Source: an optimization exercise on an open RTL-to-GDS flow (aim: small area). Production flows keep margins and buffers that such runs may drop.
RTL that was checked went through simulation tests only; none was proved equivalent to the original.
No functional check of the RTL was part of run 1.
Power figures rest on the tool's default switching activity, not on a simulated workload.

## flow/design.v (module list and top-level ports; edited modules follow where they fit)
// module cbcp_fa: 10 lines
// module cbcp_hai: 9 lines
// module cbcp_xnor2: 7 lines
// module cbcp_ha: 9 lines
// module cbcp_add: 34 lines
// module cbcp_sumsq: 2200 lines
// module complex_block_correlator_power_top: 233 lines
module complex_block_correlator_power_top #(
    parameter int SAMPLE_BITS = cbcp_pkg::SAMPLE_BITS_DEF
) (
    input  logic                                i_clk,
    input  logic                                i_rst_n,
    input  logic                                i_in_valid,
    output logic                                o_in_stall,
    input  logic signed [SAMPLE_BITS-1:0]       i_sample_real,
    input  logic signed [SAMPLE_BITS-1:0]       i_sample_imag,
    input  logic                                i_end_of_stream,
    output logic                                o_out_valid,
    input  logic                                i_out_stall,
    output logic [cbcp_pkg::BANK_BITS-1:0]      o_filter_index,
    output logic [cbcp_pkg::POWER_BITS-1:0]     o_block_power,
    output logic                                o_last_result
);
  // ...
==> flow/flow/run.sh <==
#!/bin/bash
set -e
export BUFFER_PORTS_ARGS="-buffer_cell sky130_fd_sc_hd__buf_1"
export CTS_ARGS="-sink_clustering_enable -repair_clock_nets -dont_use_dummy_load -sink_clustering_size 30 -sink_clustering_max_diameter 120 -buf_list {sky130_fd_sc_hd__clkbuf_8 sky130_fd_sc_hd__clkbuf_16}"
bash standard.sh > standard.log 2>&1
==> flow/standard.sh <==
#!/bin/bash
# synth_recipe.tcl (not shown) runs the flow's synth.tcl, then flattens the netlist and writes it again
# the make line also repeats each setting of config.mk as NAME=value (left out here)
make -C /OpenROAD-flow-scripts/flow DESIGN_CONFIG=/design/flow/config.mk WORK_HOME=/design/flow/orfs CLKGATE_MAP_FILE= SYNTH_SCRIPT=/design/flow/synth_recipe.tcl "${@:-finish}"
==> flow/config.mk <==
export PLATFORM = sky130hd
export DESIGN_NAME = complex_block_correlator_power_top
export DESIGN_NICKNAME = complex_block_correlator_power_top
export VERILOG_FILES = /design/flow/design.v
export SDC_FILE = /design/flow/constraint.sdc
export NUM_CORES = 4
export LEC_CHECK = 0
export CAP_MARGIN = 20
export CORE_MARGIN = 2
export CORE_UTILIZATION = 80
export CTS_BUF_LIST = sky130_fd_sc_hd__clkbuf_8 sky130_fd_sc_hd__clkbuf_16
export CTS_CLUSTER_DIAMETER = 120
export CTS_CLUSTER_SIZE = 30
export SLEW_MARGIN = 20
export SYNTH_HIERARCHICAL = 1
export SYNTH_MINIMUM_KEEP_SIZE = 0
==> flow/constraint.sdc <==
create_clock -name core_clock -period 10.0 [get_ports {i_clk}]
set_input_delay 2.0000 -clock core_clock [delete_from_list [all_inputs] [get_ports {i_clk}]]
set_output_delay 2.0000 -clock core_clock [all_outputs]
set_load 0.01 [all_outputs]
==> flow_summary.json, run 1 <==
{
  "fin_util_pct": 83.61,
  "first_pass_iters": 8,
  "switchingPower_mw": 5.004,
  "crit_slowest_cell": "dfxtp_4",
  "portBuffers": 82,
  "core_um2": 40920,
  "top_power_group": "combinational logic",
  "numCtsBuffers": 19,
  "cp-start-kind": "register",
  "layout.cells.most_common": "fa_1",
  "cts_hold_buf": 0,
  "grt_pass1_wl_um": 119600,
  "synth-edff-count": 247,
  "comb.multi_input.count": 2045,
  "p_int_mw": 6.946,
  "power_density_nw_per_um2": 349.3,
  "flops_and_latches": 442,
  "drt_iter0_markers": 2211,
  "cts.sinks": 442,
  "synth.top_cell.area_share_pct": 31.79,
  "wl_um": 75120,
  "post-place-cells": 3274,
  "crit_start": "r_in_new",
  "buffer_area_share_pct": 1.602,
  "worst_pin_slew_ns": 1.169,
  "ys_top_cells_by_count": "fa_1, nand2_1, and2_1",
  "status": "complete, no violations",
  "grt_pass1_vias": 21960,
  "syn_area_um2": 33250
}
==> run 2, diff against run 1 <==
--- a/flow/design.v
+++ b/flow/design.v
@@ -61,23 +61,16 @@
     input  logic a,
     input  logic b,
     output logic s,
     output logic co
 );
     assign s  = ~(a ^ b);
     assign co = a | b;
 endmodule
-module cbcp_xnor2 (
-    input  logic a,
-    input  logic b,
-    output logic y
-);
-    assign y = ~(a ^ b);
-endmodule
 module cbcp_ha (
     input  logic a,
     input  logic b,
     output logic s,
     output logic co
 );
     assign s  = a ^ b;
     assign co = a & b;
@@ -2046,21 +2039,19 @@
     cbcp_fa u_s1133 (.a(c1058), .b(s1059), .c(s985), .s(s1133), .co(c1134));
     cbcp_fa u_s1135 (.a(c1060), .b(s1061), .c(s989), .s(s1135), .co(c1136));
     cbcp_fa u_s1137 (.a(c1062), .b(s1063), .c(s993), .s(s1137), .co(c1138));
     cbcp_fa u_s1139 (.a(c1064), .b(s1065), .c(s997), .s(s1139), .co(c1140));
     cbcp_fa u_s1141 (.a(c1066), .b(s1067), .c(p417), .s(s1141), .co(c1142));
     cbcp_fa u_s1143 (.a(c1068), .b(s1069), .c(d420), .s(s1143), .co(c1144));
     assign r0 = {1'b1, c1144, c1142, c1140, c1138, c1136, c1134, c1132, c1130, c1128, c1126, c1124, c1122, c1120, c1118, c1116, c1114, c1112, c1110, c1108, c1106, c1104, c1102, c1100, c1098, c1096, c1094, c1092, c1090, c1088, c1086, c1084, c1082, c1080, c1078, c1076, c1074, c1072, s1071, 1'b1, d1};
     assign r1 = {1'b1, c1070, s1143, s1141, s1139, s1137, s1135, s1133, s1131, s1129, s1127, s1125, s1123, s1121, s1119, s1117, s1115, s1113, s1111, s1109, s1107, s1105, s1103, s1101, s1099, s1097, s1095, s1093, s1091, s1089, s1087, s1085, s1083, s1081, s1079, s1077, s1075, s1073, d231, 1'b1, d211};
-    logic [40:0] g, p, c;
-    for (genvar i = 0; i < 41; i++) begin : g_pg
-        cbcp_ha u_pg (.a(r0[i]), .b(r1[i]), .s(p[i]), .co(g[i]));
-        cbcp_xnor2 u_s (.a(p[i]), .b(c[i]), .y(s[i]));
-    end
+    logic [40:0] g, p, gg, pp, c;
+    assign g = r0 & r1;
+    assign p = r0 ^ r1;
     logic bg1, bp1;
     assign bg1 = g[1] | (p[1] & (g[0] | p[0]));
     assign bp1 = 1'b0;
     logic bg2, bp2;
     assign bg2 = g[3] | (p[3] & g[2]);
     assign bp2 = p[3] & p[2];
     logic bg3, bp3;
     assign bg3 = g[5] | (p[5] & g[4]);
@@ -2311,16 +2302,17 @@
     assign c[33] = bg69;
     assign c[34] = bg52;
     assign c[35] = bg70;
     assign c[36] = bg44;
     assign c[37] = bg71;
     assign c[38] = bg53;
     assign c[39] = bg72;
     assign c[40] = bg40;
+    assign s = ~(p ^ c);
 endmodule
 `timescale 1ns / 1ps
 module complex_block_correlator_power_top #(
     parameter int SAMPLE_BITS = cbcp_pkg::SAMPLE_BITS_DEF
 ) (
     input  logic                                i_clk,
     input  logic                                i_rst_n,
     input  logic                                i_in_valid,
==> flow/flow/run.sh (replaced) <==
#!/bin/bash
# Layout flow: the standard ORFS flow, with the port buffers that global
# placement inserts on every input and output made from the smallest buffer
# cell instead of the default one.  Everything else (synthesis, floorplan,
# power grid, tap cells, placement, CTS, routing) is the standard flow.
set -e
export BUFFER_PORTS_ARGS="-buffer_cell sky130_fd_sc_hd__buf_1"
cp standard.sh standard_copy.sh.txt 2>/dev/null || true
bash standard.sh > standard.log 2>&1
==> flow/config.mk (replaced) <==
export PLATFORM = sky130hd
export DESIGN_NAME = complex_block_correlator_power_top
export DESIGN_NICKNAME = complex_block_correlator_power_top
export VERILOG_FILES = /design/flow/design.v
export SDC_FILE = /design/flow/constraint.sdc
export NUM_CORES = 4
export LEC_CHECK = 0
export CAP_MARGIN = 20
export CORE_MARGIN = 2
export CORE_UTILIZATION = 75
export CTS_BUF_LIST = sky130_fd_sc_hd__clkbuf_8 sky130_fd_sc_hd__clkbuf_16
export CTS_CLUSTER_DIAMETER = 120
export CTS_CLUSTER_SIZE = 30
export SLEW_MARGIN = 20
export SYNTH_HIERARCHICAL = 1
export SYNTH_MINIMUM_KEEP_SIZE = 0
==> flow_summary.json, run 2 <==
{
  "critPathMaxFanout": 42,
  "ys_top_cells_by_count": "fa_1, nand2_1, and2_1",
  "cts-root-buf": "clkbuf_16",
  "synth_seq_cells": 442,
  "max_stage_delay_ns": 0.61,
  "power_density_nw_per_um2": 332.4,
  "fmax_ghz": 0.1052,
  "finalHoldViolations": 0,
  "crit_slowest_cell": "dfxtp_4",
  "cts_tree": "done",
  "grt_start_max_net_pins": 81,
  "nets": 3465,
  "first_pass_iters": 6,
  "area.sequential_um2": 11320,
  "numCtsBuffers": 20,
  "rr_startpoint": "r_in_new",
  "hold_depth": 0,
  "min_from": "r_a_idx[1]",
  "grt_pass1_vias": 21850,
  "hold_ws_ns": 0.4406,
  "path_common_cell": "fa_1",
  "fin_skew_ns": 0.04009,
  "wl_um": 73390,
  "cp.arrival_ns": 9.86,
  "postCtsSetupBuffers": 0,
  "path_clk_slew_ns": 0.11,
  "syn_to_final_growth_pct": 3.684,
  "switching_share_pct": 42.67,
  "antenna_found_initial": 0,
  "seq_power_share_pct": 27.8,
  "synth-edff-count": 247,
  "cp.required_ns": 10.35,
  "dpl.hpwl_um": 55060,
  "cp-start-kind": "register",
  "slew_headroom_pct": 28.95,
  "worst_skew_pair.late_latency_ns": 0.61,
  "place_congestion": 0.9294,
  "die_x_um": 214.9,
  "postRouteAntennaNets": 0,
  "cts_hold_buf": 0,
  "drv_cap": 0,
  "setup_viol": 0,
  "switchingPower_mw": 4.905,
  "setup_tns_ns": 0,
  "synth_cell_types": 53,
  "yosysSeqAreaShare_pct": 33.94,
  "dp_slack_ns": 0.5713,
  "worst_slack_ns": 0.4930,
  "synth_top_area_cell": "fa_1",
  "ioPinCount": 86,
  "hp-class": "register to register",
  "final_cell_mix": "fa_1, nand2_1, and2_1, edfxtp_1, dfxtp_1",
  "overflow": 0,
  "slew_violations": 0,
  "top_regs": "r_acc3 x42, r_snap3 x42, r_out_half x41",
  "core.rowCount": 77,
  "layout.cells.most_common": "fa_1",
  "vdd_drop_max_uv": 842.5,
  "p_leak_nw": 13.72,
  "critPathBufInv": 1,
  "regToRegEndpoint": "r_snap3[20]",
  "yosysWarnings": 7,
  "portBuffers": 82,
  "reg2reg_slack_ns": 0.49,
  "synth_area_leaders": "fa_1, edfxtp_1, dfxtp_1, nand2_1, and2_1",
  "whs_endpoint": "r_out_idx[1]",
  "die_y_um": 214.9,
  "final.fill_count": 2742,
  "syn_area_um2": 33350,
  "combPwrFrac_pct": 63.6,
  "drive_above_1_share_pct": 2.985,
  "avgSynthCellArea_um2": 11.90,
  "syn-instance-count": 2802,
  "fin_crit_sh_pct": 95.07,
  "vias": 20320,
  "status": "complete, no violations",
  "clockBufferDepth": 3,
  "start_util_pct": 75.76,
  "yosysMostFrequentCell": "fa_1",
  "setup.worst_path.end_class": "register",
  "core_um2": 44030,
  "dieArea_um2": 46180,
  "r2r_cells": 24,
  "cts.sinks": 442,
  "worst_pin_slew_ns": 1.066,
  "vias_per_cell": 6.025,
  "multiInputGateArea_um2": 20620,
  "synth_ff_type": "edfxtp_1",
  "post-route-min-period_ns": 9.507,
  "insertedDiodeCount": 0,
  "routedWlPerCell_um": 21.76,
  "drc": 0,
  "worstPathCellList": "nand2b_1, buf_4, and2_1, fa_1, fa_1, fa_1, fa_1, fa_1, fa_1, fa_1, fa_1, fa_1, fa_1, fa_1, fa_1, fa_1, fa_1, fa_1, fa_1, fa_1, fa_1, mux2i_1, o311ai_2, xnor2_1",
  "ctsResizeCount": 0,
  "grt_pass1_wl_um": 119300,
  "crit_family": "adder cells",
  "synth.top_cell.area_share_pct": 32.77,
  "clkPwrFrac_pct": 8.7,
  "drt_iter0_markers": 1953,
  "critPathKind": "register to register",
  "rsz0062_at_grt": "false",
  "grt_util_all_layers_pct": 33.45,
  "synth-async-reset-ratio_pct": 0,
  "p_int_mw": 6.590,
  "htree_levels": 1
}
## run 2: metal layers
metal	routed length, um	GRT usage, %	share of wire, %
met4	2027	9.722	2.8
met1	30580	49.00	42
met3	6989	6.341	9.5
met2	33790	52.23	46
met5	0	0	0
## run 2: how the worst max path moves through the flow
stage                   from          end  slack (ns)  cells after the start
finish              r_in_new  r_snap3[20]        0.49                     24
global route        r_in_new  r_snap3[20]        0.17                     24
CTS                 r_in_new  r_snap3[20]        0.53                     24
detailed placement  r_in_new  r_snap3[20]        0.57                     24
global placement    r_in_new  r_snap3[20]        0.69                     24
floorplan           r_ctl[3]  r_snap3[20]        1.02                     25
## run 2: cells by family (layout without fill, tap and decap cells)
| kind of cell | Yosys count | after routing | synth area share, % |
|---|---|---|---|
| buffers and inverters | 355 | 332 | 4.333 |
| adders and majority gates | 661 | 661 | 37.08 |
| other | 1 | 3 | 0.01124 |
| AOI/OAI and AO/OA | 248 | 248 | 5.237 |
| muxes | 40 | 40 | 1.212 |
| DFF | 442 | 442 | 33.94 |
| xor gates and xnor gates | 239 | 239 | 6.276 |
| and+or+nand+nor | 816 | 816 | 11.91 |
## run 2: modules after synthesis (local to each module, per instance), a selection
module / cell area [um^2] / copies in the design / flip-flops and latches / cells inside
cbcp_fa: 20.02 / 528 / 0 / 1
cbcp_hai: 27.53 / 20 / 0 / 5
cbcp_sumsq: 3512 / 1 / 0 / 691
complex_block_correlator_power_top: 18410 / 1 / 442 / 1445
## run 2: stage by stage
stage / utilization, % / instances / power [mW] / area, um^2
6_report: 78.55 / 3373 / 11.49 / 34580
5_1_grt: 78.55 / 3373 / 12.59 / 34580
4_1_cts: 78.55 / 3373 / 11.53 / 34580
3_5_place_dp: 77.08 / 3337 / 10.45 / 33940
3_3_place_gp: 77.08 / 3337 / 9.896 / 33940
2_1_floorplan: - / 2804 / 8.403 / 33360
## run 2: power groups by stage
stage | clock [mW] | combinational, mW | sequential, mW
global route | 1.07 | 8.29 | 3.23
floorplan | 0 | 5.28 | 3.12
finish | 0.999 | 7.31 | 3.19
CTS | 1.02 | 7.33 | 3.18
global placement | 0 | 6.68 | 3.21
detailed placement | 0 | 7.23 | 3.22
## run 2: layout make-up
cell class / instances / share of cell area (%)
Clock buffer: 20 / 1.447
Clock inverter: 16 / 0.4197
Inverter: 177 / 1.921
Multi-Input combinational cell: 2007 / 59.63
Sequential cell: 442 / 32.75
Tap cell: 592 / 2.142
Timing Repair Buffer: 119 / 1.693

afterwards: timing with drivers on the ports:
In the flow no input, the clock included, has a driving cell. The finished layouts below were timed again as built, in two steps.
Step 1 assumes that a clkbuf_16 drives the clock port and a buf_2 every other input.
Step 2, shift: input delay + t, output delay - t, t = (earliest + latest rising clock arrival at the registers) / 2. This alone moves slack from input paths to output paths.
a / b / c = ideal / step 1 / step 2; a / b = the first two.
run	t (ns)	slack for setup (ns)	worst setup path at the end	worst data-port slew with drivers (ns)
run 1	0.614	0.350 / 0.350 / 0.350	register to register	0.04
run 2	0.648	0.493 / 0.493 / 0.493	register to register	0.03
After both steps every run listed still meets setup and hold.
